Background: an optimization exercise with open tools, aiming at small area, a short achievable clock period and few clock cycles per item. Do not read the settings as production practice.
Only simulation tests tie the RTL to the original design; equivalence was not proved.

run 1:
==> flow/design.v (excerpt) <==
module pv_perturb_observe_mppt (
	input  logic        clk,
	input  logic        arst_n,
	input  logic        sample_valid,
	output logic        sample_ready,
	input  logic [1:0]  sample_action,
	input  logic [14:0] sample_pv_voltage,
	input  logic [14:0] sample_pv_current,
	input  logic [14:0] sample_charge_current,
	input  logic        sample_pause,
	output logic        result_valid,
	input  logic        result_ready,
	output logic [14:0] result_voltage_ref,
	output logic        result_evaluated,
	output logic        result_forced_pulldown,
	input  logic        cfg_valid,
	output logic        cfg_ready,
	input  logic [2:0]  cfg_index,
	input  logic [15:0] cfg_data
);
	logic [VOLT_W-1:0] low_limit;
	logic [CNT_W-1:0]  interval;
	logic [CNT_W-1:0]  interval_n;
	logic [VOLT_W-1:0] step;
	logic [VOLT_W-1:0] cur_min;
	logic [VOLT_W-1:0] cur_min_n;
	logic [CNT_W-1:0]  filter;
	logic [CNT_W-1:0]  filter_n;
	assign interval = ~interval_n;
	assign cur_min  = ~cur_min_n;
	assign filter   = ~filter_n;
	assign cfg_ready = 1'b1;
	logic [CNT_W:0]    low_minus_step;
	logic [CNT_W-1:0]  low_plus_step;
	logic [CNT_W:0]    low_minus_step_n;    
	logic [CNT_W-1:0]  low_plus_step_n;
  ...
For scale: about 2800 cells after synthesis, ~390 flip-flops, roughly 0.029 sq mm of cells after synthesis.
clock: 11.5 ns
lec_check: 0
cap_margin: 20
core_margin: 2
core_utilization: 40
cts_buf_list: sky130_fd_sc_hd__clkbuf_16
cts_cluster_diameter: 80
cts_cluster_size: 25
slew_margin: 20
standard.sh (not shown) runs the stock make flow with config.mk's settings and CLKGATE_MAP_FILE= SYNTH_SCRIPT=/design/flow/synth_recipe.tcl, a recipe that flattens the netlist after the stock synthesis.
==> flow/flow/run.sh <==
#!/bin/bash
# Standard ORFS layout (the standard.sh), with extra make settings read from
# flow/knobs.txt: the timing repair aims for extra setup slack and the port buffers use a
# plain buffer cell. The clock period and all constraints stay the design's.
set -euo pipefail
mapfile -t KNOBS < <(grep -v '^#' flow/knobs.txt | grep .)
bash standard.sh "${KNOBS[@]}" finish > flow_standard.log 2>&1
==> flow/flow/knobs.txt <==
SETUP_SLACK_MARGIN=7.5
BUFFER_PORTS_ARGS=-buffer_cell sky130_fd_sc_hd__buf_2
Testbench counts of run 1, summed over its fixed seeds: cycles 12,115, items 12,083.
The following lists how run 2 was set up differently from run 1:
Settings: CTS_CLUSTER_DIAMETER no longer set, was 80; CORE_UTILIZATION now 55, was 40; CTS_CLUSTER_SIZE no longer set, was 25; CTS_BUF_LIST no longer set, was sky130_fd_sc_hd__clkbuf_16.
Notes after the runs:
- In the flow results for run 2 and run 1, the post-route fraction of the period consumed by the critical path is larger on run 2.
- Run 2 reached the end of the flow, and the finished layout is clean on the timing, design-rule and antenna checks.
- Run 2 ends up with a area added between synthesis and finish that is 0.85 points higher than in run 1.
- Clock-buffer cell count (higher): run 2
- Fmax: run 2 lower than run 1
- Run 2 vs. run 1: cell area now larger, die area now sits lower, multi-input logic area about even.
The inputs of run 3 differ from those of run 2 as listed below.
Settings: setting CTS_CLUSTER_SIZE to 30 for the first time; changing CORE_UTILIZATION from 55 to 40; setting CTS_CLUSTER_DIAMETER to 100 for the first time; setting CTS_BUF_LIST to sky130_fd_sc_hd__clkbuf_8 sky130_fd_sc_hd__clkbuf_16 for the first time.
==> flow/flow/knobs.txt <==
SETUP_SLACK_MARGIN=7.7
BUFFER_PORTS_ARGS=-buffer_cell sky130_fd_sc_hd__buf_2
--- outcome ---
From run 2 to run 3 the numbers moved as follows: wire length grew by about 7%; share of cell area taken by flip-flops and latches held steady; count of cell instances traversed by the critical path grew by 1.
On die area, run 2 beats run 3.

---

pv_perturb_observe_mppt again, from the RTL that the note above started with.
==> flow/config.mk <==
export PLATFORM = sky130hd
export DESIGN_NAME = pv_perturb_observe_mppt
export DESIGN_NICKNAME = pv_perturb_observe_mppt
export VERILOG_FILES = /design/flow/design.v
export SDC_FILE = /design/flow/constraint.sdc
export NUM_CORES = 4
export LEC_CHECK = 0
export CAP_MARGIN = 20
export CORE_MARGIN = 2
export CORE_UTILIZATION = 40
export CTS_BUF_LIST = sky130_fd_sc_hd__clkbuf_8 sky130_fd_sc_hd__clkbuf_16
export CTS_CLUSTER_DIAMETER = 100
export CTS_CLUSTER_SIZE = 30
export SLEW_MARGIN = 20
==> flow/constraint.sdc <==
create_clock -name core_clock -period 11.5 [get_ports {clk}]
set_input_delay 2.3000 -clock core_clock [delete_from_list [all_inputs] [get_ports {clk}]]
set_output_delay 2.3000 -clock core_clock [all_outputs]
set_load 0.01 [all_outputs]
==> flow/flow/knobs.txt <==
SETUP_SLACK_MARGIN=7.5
BUFFER_PORTS_ARGS=-buffer_cell sky130_fd_sc_hd__buf_2
Scripts as last shown in full above: flow/flow/run.sh
The baseline produced a clean layout.
Testbench counts at the start, summed over its fixed seeds: cycles 12,115, items 12,083.
Then changed:
- CTS_BUF_LIST: sky130_fd_sc_hd__clkbuf_8 sky130_fd_sc_hd__clkbuf_16 -> default
- CTS_CLUSTER_DIAMETER: 100 -> default
- CTS_CLUSTER_SIZE: 30 -> default
Result: Final cell count came out higher by 1.2%. Via count is about the same. Die area is unchanged. Synthesized cell count stays the same. Cell area came out higher by 3.0%.
Then changed:
==> flow/flow/knobs.txt (replaced) <==
SETUP_SLACK_MARGIN=8
BUFFER_PORTS_ARGS=-buffer_cell sky130_fd_sc_hd__buf_2
Result: The new run finished with timing, DRC and antenna clean. Routed wire length came out lower by about 1.3%. Die area is unchanged. Global-route usage goes down by 0.69 points.
Then changed:
==> flow/flow/knobs.txt (replaced) <==
SETUP_SLACK_MARGIN=7.5
BUFFER_PORTS_ARGS=-buffer_cell sky130_fd_sc_hd__buf_1
- CTS_BUF_LIST: default -> sky130_fd_sc_hd__clkbuf_8 sky130_fd_sc_hd__clkbuf_16
- CTS_CLUSTER_DIAMETER: default -> 100
- CTS_CLUSTER_SIZE: default -> 30
Result:
- routed wire length falls by about 2.7%
- synthesized area is unchanged
- critical path depth shrinks by 1
- count of clock-buffer cells in the layout went down by 28
- utilization shrinks by 3.8 points

==> port drivers added, routing unchanged <==
The flow's constraints put no driver on any port. The routed layouts listed below were extracted and timed again, unchanged, in two steps. Step 1, drivers: a clkbuf_16 drives clk and a buf_2 each remaining input, both assumed. Step 2 also shifts input and output timing later by t, the mid clock arrival at the registers, as if the neighbouring blocks saw the same clock. Slacks: no drivers / after step 1 / after step 2; pairs: no drivers / after step 1.
run | shift t [ns] | slack for setup (ns) | worst setup path at the end | latest minus earliest clock arrival (ns) | pins driven straight from the clock port
run 1 | 0.656 | 7.580 / 7.580 / 7.294 | input to register | 0.044 / 0.044 | 1
run 2 | 0.626 | 7.556 / 7.556 / 7.295 | input to register | 0.021 / 0.020 | 1
run 3 | 0.638 | 7.694 / 7.694 / 7.439 | input to register | 0.072 / 0.072 | 1
the first run of note 2 | 0.625 | 7.608 / 7.608 / 7.298 | input to register | 0.028 / 0.029 | 1
the second run of note 2 | 0.663 | 7.616 / 7.616 / 7.280 | input to register | 0.051 / 0.051 | 1
the third run of note 2 | 0.643 | 7.620 / 7.620 / 7.466 | input to register | 0.055 / 0.055 | 1
the fourth run of note 2 | 0.644 | 7.560 / 7.560 / 7.330 | input to register | 0.034 / 0.034 | 1
After both steps every run listed still meets setup and hold. For the second run of note 2, which loses most, drivers alone change the setup slack by 0.000 ns; drivers and shift together by -0.336 ns.
